Source: an optimization exercise on an open RTL-to-GDS flow (aim: small area, a short achievable clock period and few clock cycles). Production flows keep margins and buffers that such runs may drop. Where RTL was checked, it was by simulation tests only, not by an equivalence proof against the original. Power is estimated from default activity; no workload was simulated.

==> nickel <==
==> flow/design.v (excerpt) <==
module matmul_top #(
  parameter int ADDR_W = 16
) (
  input  logic                          clk,
  input  logic                          reset_n,
  input  logic                          dut_valid,
  output logic                          dut_ready,
  output logic [ADDR_W-1:0]             input_read_address,
  input  matmul_pkg::sram_word_u        input_read_data,
  output logic [ADDR_W-1:0]             weight_read_address,
  input  matmul_pkg::sram_word_u        weight_read_data,
  output logic                          result_write_enable,
  output logic [ADDR_W-1:0]             result_write_address,
  output logic [matmul_pkg::DATA_W-1:0] result_write_data
);
  logic [15:0]       k_dim, n_dim;
  logic              k_one, n_one, m_one;
  logic              hdr_k_le2, hdr_n_one, hdr_m_one;
  logic              st_hdr, st_spec, st_run;
  logic              issue_final, write_final;
  ...
Settings: LEC_CHECK=0, CAP_MARGIN=20, CORE_MARGIN=2, CORE_UTILIZATION=40, CTS_CLUSTER_DIAMETER=120, CTS_CLUSTER_SIZE=22, SLEW_MARGIN=20, SYNTH_HIERARCHICAL=1; clock period 11.0 ns.
standard.sh (not shown) runs the stock make flow with config.mk's settings and CLKGATE_MAP_FILE= SYNTH_SCRIPT=/design/flow/synth_recipe.tcl, a recipe that flattens the netlist after the stock synthesis.
==> flow/flow/run.sh <==
#!/bin/bash
# Standard ORFS layout at the design's clock and constraints, with faster
# port buffers and timing repair aimed below the clock period.
set -euo pipefail
bash standard.sh \
  "BUFFER_PORTS_ARGS=-buffer_cell sky130_fd_sc_hd__buf_4" \
  SETUP_SLACK_MARGIN=7.8 \
  TNS_END_PERCENT=100 \
  finish > standard_flow.log 2>&1
==> delta (differences from nickel) <==
==> flow/flow/run.sh (replaced) <==
#!/bin/bash
# Standard ORFS layout at the design's clock and constraints, with faster
# port buffers and timing repair aimed below the clock period.
set -euo pipefail
bash standard.sh \
  "BUFFER_PORTS_ARGS=-buffer_cell sky130_fd_sc_hd__buf_2" \
  SETUP_SLACK_MARGIN=7.0 \
  TNS_END_PERCENT=100 \
  finish > standard_flow.log 2>&1
==> cedar (differences from nickel) <==
==> flow/flow/run.sh (replaced) <==
#!/bin/bash
# Standard ORFS layout at the design's clock and constraints, with faster
# port buffers and timing repair aimed below the clock period.
set -euo pipefail
bash standard.sh \
  "BUFFER_PORTS_ARGS=-buffer_cell sky130_fd_sc_hd__buf_2" \
  SETUP_SLACK_MARGIN=7.7 \
  TNS_END_PERCENT=100 \
  finish > standard_flow.log 2>&1
==> notes <==
- delta ran to the end with no violations. cedar completed with no timing, DRC or antenna violations. nickel completed without violations.
- In nickel the cell area is higher than in delta, by 7.4%.
- Synthesized cell count is the same in nickel and delta.
- The lowest setup slack belongs to delta, the highest to nickel.
- Wire length, highest first: nickel, cedar, delta.
- In sequential cell count, cedar and nickel do not differ.
- Via count: delta < cedar < nickel.
- Against nickel, the count of clock-buffer cells in the layout of delta is higher by 3.
==> figures <==
metric	delta	cedar	nickel
Estimated wirelength of the detail-placed design	45,900 µm	47,300 µm	46,600 µm
Portion of the clock cycle consumed by the worst path in the final layout	34.0%	29.7%	29.6%
Layout-stage area growth over the synthesis result	7.63%	11.6%	15.6%
Total wirelength of the detailed-routed design	64,400 µm	68,100 µm	69,000 µm
Number of antenna violations at the first check in global routing	3	6	4
Transition at the pin with the smallest max-transition slack	1.09 ns	1.05 ns	1.07 ns
Share of cell area taken by flip-flops and latches	32.7%	32.4%	31.3%
Multi-input combinational area share	57.0%	55.2%	53.6%
Peak supply drop	0.000177 V	0.000188 V	0.000205 V
Clk power	842 µW	848 µW	853 µW
Number of post-CTS setup repair buffers	0	27	43
Sequential share of power	29.7%	29.2%	28.9%
FF+latch area	0.00878 mm²	0.00900 mm²	0.00902 mm²
Result of the run	no timing/DRC/antenna violations	no timing/DRC/antenna violations	no timing/DRC/antenna violations
Source of the worst hold timing path	u_addr_gen.tg3[0]	u_addr_gen.tg2[2]	u_addr_gen.tg3[0]
Vias in the first global route	18,000	18,400	18,600
Testbench counts of nickel, summed over its fixed seeds: cycles 33,512.
Testbench counts of delta, summed over its fixed seeds: cycles 33,512.
Testbench counts of cedar, summed over its fixed seeds: cycles 33,512.

==> trial 74: inputs <==
matmul_top, a different RTL version from the one above (not shown whole).
==> flow/config.mk <==
export PLATFORM = sky130hd
export DESIGN_NAME = matmul_top
export DESIGN_NICKNAME = matmul_top
export VERILOG_FILES = /design/flow/design.v
export SDC_FILE = /design/flow/constraint.sdc
export NUM_CORES = 4
export LEC_CHECK = 0
export CAP_MARGIN = 20
export CORE_MARGIN = 2
export CORE_UTILIZATION = 40
export SLEW_MARGIN = 20
==> flow/constraint.sdc <==
create_clock -name core_clock -period 11.0 [get_ports {clk}]
set_input_delay 2.2000 -clock core_clock [delete_from_list [all_inputs] [get_ports {clk}]]
set_output_delay 2.2000 -clock core_clock [all_outputs]
set_load 0.01 [all_outputs]
==> flow/flow/run.sh <==
#!/bin/bash
# Standard ORFS layout at the design's clock and constraints, with faster
# port buffers and timing repair aimed below the clock period.
set -euo pipefail
bash standard.sh \
  "BUFFER_PORTS_ARGS=-buffer_cell sky130_fd_sc_hd__buf_4" \
  SETUP_SLACK_MARGIN=7.7 \
  TNS_END_PERCENT=100 \
  finish > standard_flow.log 2>&1
==> inputs of trial 70, as changes to trial 74 <==
--- a/flow/design.v
+++ b/flow/design.v
@@ -25,15 +25,16 @@
   input  logic                   issue_final,
   input  logic                   write_final,
   output logic                   dut_ready,
   output logic                   st_hdr,
   output logic                   st_spec,
   output logic                   st_run,
-  output logic [15:0]            k_dim,
-  output logic [15:0]            n_dim,
+  output matmul_pkg::dims_t      dims_a,
+  output logic [15:0]            n_cols,
   output logic                   k_one,
+  output logic                   k_le2,
   output logic                   n_one,
   output logic                   m_one,
   output logic                   hdr_k_le2,
   output logic                   hdr_n_one,
   output logic                   hdr_m_one
 );
@@ -54,15 +55,16 @@
       st_run   <= (st_spec || st_run) && !issue_final;
       st_drain <= ((st_spec || st_run) && issue_final) || (st_drain && !write_final);
     end
   end
   always_ff @(posedge clk) begin
     if (st_hdr) begin
-      k_dim  <= input_header.dims.cols;
-      n_dim  <= weight_header.dims.cols;
+      dims_a <= input_header.dims;
+      n_cols <= weight_header.dims.cols;
       k_one  <= (input_header.dims.cols == 16'd1);
+      k_le2  <= hdr_k_le2;
       n_one  <= hdr_n_one;
       m_one  <= hdr_m_one;
     end
   end
   assign hdr_k_le2 = (input_header.dims.cols[15:2] == 14'd0) &&
                      (input_header.dims.cols[1] ^ input_header.dims.cols[0]);
@@ -78,38 +80,37 @@
   input  logic                    reset_n,
   input  logic                    dut_valid,
   input  logic                    st_idle,
   input  logic                    st_hdr,
   input  logic                    st_spec,
   input  logic                    st_run,
-  input  matmul_pkg::sram_word_u  input_header,
-  input  matmul_pkg::sram_word_u  weight_header,
-  input  logic [15:0]             k_dim,
-  input  logic [15:0]             n_dim,
+  input  matmul_pkg::dims_t       dims_a,
+  input  logic [15:0]             n_cols,
   input  logic                    k_one,
+  input  logic                    k_le2,
   input  logic                    n_one,
   input  logic                    m_one,
   input  logic                    hdr_k_le2,
   input  logic                    hdr_n_one,
   input  logic                    hdr_m_one,
   output logic [ADDR_W-1:0]       input_read_address,
   output logic [ADDR_W-1:0]       weight_read_address,
   output logic                    issue_final,
   output logic                    first_m2,
   output logic                    last_wr,
   output logic                    final_wr
 );
-  logic [15:0]       k_rem, j_rem, i_rem;
+  logic [15:0]       k1, j1, i1;
   logic [ADDR_W-1:0] a_addr, b_addr, a_row;
   logic              k_first, k_last, j_last, i_last;
   logic              spec_void;
-  logic [15:0]       k_rem_e;
+  logic [15:0]       k1_e;
   logic [ADDR_W-1:0] a_e, b_e;
   logic              issuing;
   assign spec_void   = st_spec && k_one;
-  assign k_rem_e     = spec_void ? 16'd1 : k_rem;
+  assign k1_e        = spec_void ? 16'd1 : k1;
   assign a_e         = spec_void ? ADDR_W'(1) : a_addr;
   assign b_e         = spec_void ? ADDR_W'(1) : b_addr;
   assign issue_final = k_last && j_last && i_last;
   assign issuing     = st_spec || st_run;
   always_ff @(posedge clk) begin
     if (st_idle) begin
@@ -125,36 +126,36 @@
       a_addr <= '0;
       b_addr <= '0;
     end
   end
   always_ff @(posedge clk) begin
     if (st_hdr) begin
-      k_rem   <= input_header.dims.cols - 1'b1;
-      j_rem   <= weight_header.dims.cols;
-      i_rem   <= input_header.dims.rows;
+      k1      <= 16'd2;
+      j1      <= 16'd1;
+      i1      <= 16'd1;
       a_row   <= ADDR_W'(1);
       k_first <= 1'b0;
       k_last  <= hdr_k_le2;
       j_last  <= hdr_n_one;
       i_last  <= hdr_m_one;
     end else if (issuing) begin
       k_first <= k_last;
       if (!k_last) begin
-        k_rem  <= k_rem_e - 1'b1;
-        k_last <= (k_rem_e == 16'd2);
+        k1     <= k1_e + 1'b1;
+        k_last <= (k1_e + 1'b1 == dims_a.cols);
       end else begin
-        k_rem  <= k_dim;
+        k1     <= 16'd1;
         k_last <= k_one;
         if (!j_last) begin
-          j_rem  <= j_rem - 1'b1;
-          j_last <= (j_rem == 16'd2);
+          j1     <= j1 + 1'b1;
+          j_last <= (j1 + 1'b1 == n_cols);
         end else begin
-          j_rem  <= n_dim;
+          j1     <= 16'd1;
           j_last <= n_one;
-          i_rem  <= i_rem - 1'b1;
-          i_last <= (i_rem == 16'd2);
+          i1     <= i1 + 1'b1;
+          i_last <= (i1 + 1'b1 == dims_a.rows);
           a_row  <= a_e + 1'b1;
         end
       end
     end
   end
   matmul_pkg::op_tag_t tg1, tg2, tg3, tg4;
@@ -2324,14 +2325,15 @@
   output logic [ADDR_W-1:0]             weight_read_address,
   input  matmul_pkg::sram_word_u        weight_read_data,
   output logic                          result_write_enable,
   output logic [ADDR_W-1:0]             result_write_address,
   output logic [matmul_pkg::DATA_W-1:0] result_write_data
 );
-  logic [15:0]       k_dim, n_dim;
-  logic              k_one, n_one, m_one;
+  matmul_pkg::dims_t dims_a;
+  logic [15:0]       n_cols;
+  logic              k_one, k_le2, n_one, m_one;
   logic              hdr_k_le2, hdr_n_one, hdr_m_one;
   logic              st_hdr, st_spec, st_run;
   logic              issue_final, write_final;
   logic              first_m2, last_wr, final_wr;
   matmul_ctrl u_ctrl (
     .clk           (clk),
@@ -2342,15 +2344,16 @@
     .issue_final   (issue_final),
     .write_final   (write_final),
     .dut_ready     (dut_ready),
     .st_hdr        (st_hdr),
     .st_spec       (st_spec),
     .st_run        (st_run),
-    .k_dim         (k_dim),
-    .n_dim         (n_dim),
+    .dims_a        (dims_a),
+    .n_cols        (n_cols),
     .k_one         (k_one),
+    .k_le2         (k_le2),
     .n_one         (n_one),
     .m_one         (m_one),
     .hdr_k_le2     (hdr_k_le2),
     .hdr_n_one     (hdr_n_one),
     .hdr_m_one     (hdr_m_one)
   );
@@ -2361,17 +2364,16 @@
     .reset_n             (reset_n),
     .dut_valid           (dut_valid),
     .st_idle             (dut_ready),
     .st_hdr              (st_hdr),
     .st_spec             (st_spec),
     .st_run              (st_run),
-    .input_header        (input_read_data),
-    .weight_header       (weight_read_data),
-    .k_dim               (k_dim),
-    .n_dim               (n_dim),
+    .dims_a              (dims_a),
+    .n_cols              (n_cols),
     .k_one               (k_one),
+    .k_le2               (k_le2),
     .n_one               (n_one),
     .m_one               (m_one),
     .hdr_k_le2           (hdr_k_le2),
     .hdr_n_one           (hdr_n_one),
     .hdr_m_one           (hdr_m_one),
     .input_read_address  (input_read_address),
==> flow/run.sh (new file) <==
#!/bin/bash
# synth_recipe.tcl (not shown) runs the flow's synth.tcl, then flattens the netlist and writes it again
# the make line also repeats each setting of config.mk as NAME=value (left out here)
make -C /OpenROAD-flow-scripts/flow DESIGN_CONFIG=/design/flow/config.mk WORK_HOME=/design/flow/orfs CLKGATE_MAP_FILE= SYNTH_SCRIPT=/design/flow/synth_recipe.tcl finish
removed: flow/flow/run.sh
removed: flow/standard.sh
==> inputs of trial 1, as changes to trial 74 <==
--- a/flow/design.v
+++ b/flow/design.v
@@ -25,15 +25,16 @@
   input  logic                   issue_final,
   input  logic                   write_final,
   output logic                   dut_ready,
   output logic                   st_hdr,
   output logic                   st_spec,
   output logic                   st_run,
-  output logic [15:0]            k_dim,
-  output logic [15:0]            n_dim,
+  output matmul_pkg::dims_t      dims_a,
+  output logic [15:0]            n_cols,
   output logic                   k_one,
+  output logic                   k_le2,
   output logic                   n_one,
   output logic                   m_one,
   output logic                   hdr_k_le2,
   output logic                   hdr_n_one,
   output logic                   hdr_m_one
 );
@@ -54,15 +55,16 @@
       st_run   <= (st_spec || st_run) && !issue_final;
       st_drain <= ((st_spec || st_run) && issue_final) || (st_drain && !write_final);
     end
   end
   always_ff @(posedge clk) begin
     if (st_hdr) begin
-      k_dim  <= input_header.dims.cols;
-      n_dim  <= weight_header.dims.cols;
+      dims_a <= input_header.dims;
+      n_cols <= weight_header.dims.cols;
       k_one  <= (input_header.dims.cols == 16'd1);
+      k_le2  <= hdr_k_le2;
       n_one  <= hdr_n_one;
       m_one  <= hdr_m_one;
     end
   end
   assign hdr_k_le2 = (input_header.dims.cols[15:2] == 14'd0) &&
                      (input_header.dims.cols[1] ^ input_header.dims.cols[0]);
@@ -78,38 +80,37 @@
   input  logic                    reset_n,
   input  logic                    dut_valid,
   input  logic                    st_idle,
   input  logic                    st_hdr,
   input  logic                    st_spec,
   input  logic                    st_run,
-  input  matmul_pkg::sram_word_u  input_header,
-  input  matmul_pkg::sram_word_u  weight_header,
-  input  logic [15:0]             k_dim,
-  input  logic [15:0]             n_dim,
+  input  matmul_pkg::dims_t       dims_a,
+  input  logic [15:0]             n_cols,
   input  logic                    k_one,
+  input  logic                    k_le2,
   input  logic                    n_one,
   input  logic                    m_one,
   input  logic                    hdr_k_le2,
   input  logic                    hdr_n_one,
   input  logic                    hdr_m_one,
   output logic [ADDR_W-1:0]       input_read_address,
   output logic [ADDR_W-1:0]       weight_read_address,
   output logic                    issue_final,
   output logic                    first_m2,
   output logic                    last_wr,
   output logic                    final_wr
 );
-  logic [15:0]       k_rem, j_rem, i_rem;
+  logic [15:0]       k1, j1, i1;
   logic [ADDR_W-1:0] a_addr, b_addr, a_row;
   logic              k_first, k_last, j_last, i_last;
   logic              spec_void;
-  logic [15:0]       k_rem_e;
+  logic [15:0]       k1_e;
   logic [ADDR_W-1:0] a_e, b_e;
   logic              issuing;
   assign spec_void   = st_spec && k_one;
-  assign k_rem_e     = spec_void ? 16'd1 : k_rem;
+  assign k1_e        = spec_void ? 16'd1 : k1;
   assign a_e         = spec_void ? ADDR_W'(1) : a_addr;
   assign b_e         = spec_void ? ADDR_W'(1) : b_addr;
   assign issue_final = k_last && j_last && i_last;
   assign issuing     = st_spec || st_run;
   always_ff @(posedge clk) begin
     if (st_idle) begin
@@ -125,36 +126,36 @@
       a_addr <= '0;
       b_addr <= '0;
     end
   end
   always_ff @(posedge clk) begin
     if (st_hdr) begin
-      k_rem   <= input_header.dims.cols - 1'b1;
-      j_rem   <= weight_header.dims.cols;
-      i_rem   <= input_header.dims.rows;
+      k1      <= 16'd2;
+      j1      <= 16'd1;
+      i1      <= 16'd1;
       a_row   <= ADDR_W'(1);
       k_first <= 1'b0;
       k_last  <= hdr_k_le2;
       j_last  <= hdr_n_one;
       i_last  <= hdr_m_one;
     end else if (issuing) begin
       k_first <= k_last;
       if (!k_last) begin
-        k_rem  <= k_rem_e - 1'b1;
-        k_last <= (k_rem_e == 16'd2);
+        k1     <= k1_e + 1'b1;
+        k_last <= (k1_e + 1'b1 == dims_a.cols);
       end else begin
-        k_rem  <= k_dim;
+        k1     <= 16'd1;
         k_last <= k_one;
         if (!j_last) begin
-          j_rem  <= j_rem - 1'b1;
-          j_last <= (j_rem == 16'd2);
+          j1     <= j1 + 1'b1;
+          j_last <= (j1 + 1'b1 == n_cols);
         end else begin
-          j_rem  <= n_dim;
+          j1     <= 16'd1;
           j_last <= n_one;
-          i_rem  <= i_rem - 1'b1;
-          i_last <= (i_rem == 16'd2);
+          i1     <= i1 + 1'b1;
+          i_last <= (i1 + 1'b1 == dims_a.rows);
           a_row  <= a_e + 1'b1;
         end
       end
     end
   end
   matmul_pkg::op_tag_t tg1, tg2, tg3, tg4;
@@ -2324,14 +2325,15 @@
   output logic [ADDR_W-1:0]             weight_read_address,
   input  matmul_pkg::sram_word_u        weight_read_data,
   output logic                          result_write_enable,
   output logic [ADDR_W-1:0]             result_write_address,
   output logic [matmul_pkg::DATA_W-1:0] result_write_data
 );
-  logic [15:0]       k_dim, n_dim;
-  logic              k_one, n_one, m_one;
+  matmul_pkg::dims_t dims_a;
+  logic [15:0]       n_cols;
+  logic              k_one, k_le2, n_one, m_one;
   logic              hdr_k_le2, hdr_n_one, hdr_m_one;
   logic              st_hdr, st_spec, st_run;
   logic              issue_final, write_final;
   logic              first_m2, last_wr, final_wr;
   matmul_ctrl u_ctrl (
     .clk           (clk),
@@ -2342,15 +2344,16 @@
     .issue_final   (issue_final),
     .write_final   (write_final),
     .dut_ready     (dut_ready),
     .st_hdr        (st_hdr),
     .st_spec       (st_spec),
     .st_run        (st_run),
-    .k_dim         (k_dim),
-    .n_dim         (n_dim),
+    .dims_a        (dims_a),
+    .n_cols        (n_cols),
     .k_one         (k_one),
+    .k_le2         (k_le2),
     .n_one         (n_one),
     .m_one         (m_one),
     .hdr_k_le2     (hdr_k_le2),
     .hdr_n_one     (hdr_n_one),
     .hdr_m_one     (hdr_m_one)
   );
@@ -2361,17 +2364,16 @@
     .reset_n             (reset_n),
     .dut_valid           (dut_valid),
     .st_idle             (dut_ready),
     .st_hdr              (st_hdr),
     .st_spec             (st_spec),
     .st_run              (st_run),
-    .input_header        (input_read_data),
-    .weight_header       (weight_read_data),
-    .k_dim               (k_dim),
-    .n_dim               (n_dim),
+    .dims_a              (dims_a),
+    .n_cols              (n_cols),
     .k_one               (k_one),
+    .k_le2               (k_le2),
     .n_one               (n_one),
     .m_one               (m_one),
     .hdr_k_le2           (hdr_k_le2),
     .hdr_n_one           (hdr_n_one),
     .hdr_m_one           (hdr_m_one),
     .input_read_address  (input_read_address),
==> results.ini <==
[routing]
dr_wl_met3_mm=3.66

[floorplan]
die_area_um2=72600

[grt]
grt_max_degree=72
use_met1_pct=24.7

[setup_path]
crit_end=u_addr_gen.k_last
slowest_delay_ps=870

[sta]
tightest_slew_ps=1120

[run_status]
status=no timing/DRC/antenna violations

[power_and_ir_drop]
pg_seq_uw=2560

[layout]
fill_cells=6529

[synth]
ys_seq_area_share_pct=36.1

-- figures above: trial 70

==> results.ini <==
[run_status]
status=no timing/DRC/antenna violations

[grt]
grt_max_degree=64
use_met1_pct=24.8
use_met3_pct=2.48

[routing]
dr_wl_met3_mm=3.72

[job]
max_cap_viol_count=0

[setup_path]
slowest_delay_ps=360

[synth]
ys_seq_area_share_pct=36.1
synthAdderAreaFrac_pct=20.7
synth_compound_area_share_pct=11.8

[power_and_ir_drop]
pg_seq_uw=2560
p_sw_share_pct=38.2

[clocking]
cts_root_buf=clkbuf_16

[layout]
antenna_cells=4
num-nets-final=3301
fill_cells=6534
most-common-layout-cells=351 x dfxtp_1, 285 x inv_1, 268 x xnor2_1, 256 x a22oi_1, 248 x fa_1

[sta]
hold_ws_ps=330

[floorplan]
die_area_um2=72600

-- figures above: trial 1

==> results.ini <==
[synth]
synth_fp_nets=3185
ys_seq_area_share_pct=36.1

[floorplan]
fp.dieW_um=269
die_area_um2=72500
fp-row-count=97

[layout]
nonClockInverterCount=299
fill_cells=6519

[grt]
grt.busiest_layer=met2
grt_max_degree=97

[routing]
drcViolationCount=0
top_layer=met4
dr_wl_met3_mm=3.40

[run_status]
status=no timing/DRC/antenna violations

[sta]
fmax_mhz=302
slew_violations=0

[power_and_ir_drop]
p_sw_uw=3300
pg_seq_uw=2530

[clocking]
cts_root_buf=clkbuf_16

[setup_path]
slowest_delay_ps=360

-- figures above: trial 74

Testbench counts of trial 70, summed over its fixed seeds: cycles 33,512.
Testbench counts of trial 1, summed over its fixed seeds: cycles 33,512.
Only the layout flow was run in trial 74; the RTL was not checked for function there.

## re-timing with driven ports
No port has a modelled driver above. Below, the same layouts with a new extraction and two added sets of constraints.
Step 1: set_driving_cell puts a clkbuf_16 on clk and a buf_2 on each other input, an assumption about the parent block.
Step 2 moves the port delays by t, midway between the first and last clock arrival at a register: inputs arrive t later, outputs are due t later. That takes back most of the time a late clock gives input paths.
Three values: no drivers, after step 1, after step 2; two values: the first two.
run | shift t [ns] | setup slack, ns | hold slack, ns | worst setup path at the end | slew at the worst register clock pin (ns)
nickel | 0.621 | 7.748 / 7.687 / 7.284 | 0.327 / 0.327 / 0.327 | input to register | 0.10 / 0.10
delta | 0.621 | 7.264 / 7.264 / 6.791 | 0.345 / 0.345 / 0.345 | input to register | 0.11 / 0.11
cedar | 0.621 | 7.728 / 7.671 / 7.226 | 0.338 / 0.338 / 0.338 | input to register | 0.11 / 0.11
trial 74 | 0.664 | 7.693 / 7.633 / 7.087 | 0.329 / 0.329 / 0.329 | input to register | 0.07 / 0.07
trial 70 | 0.677 | 6.828 / 6.828 / 6.828 | 0.325 / 0.325 / 0.325 | register to register | 0.06 / 0.06
trial 1 | 0.672 | 7.693 / 7.633 / 7.506 | 0.330 / 0.330 / 0.330 | input to register | 0.06 / 0.06
After both steps every run listed still meets setup and hold. For trial 74, which loses most, drivers alone change the setup slack by -0.060 ns; drivers and shift together by -0.606 ns.
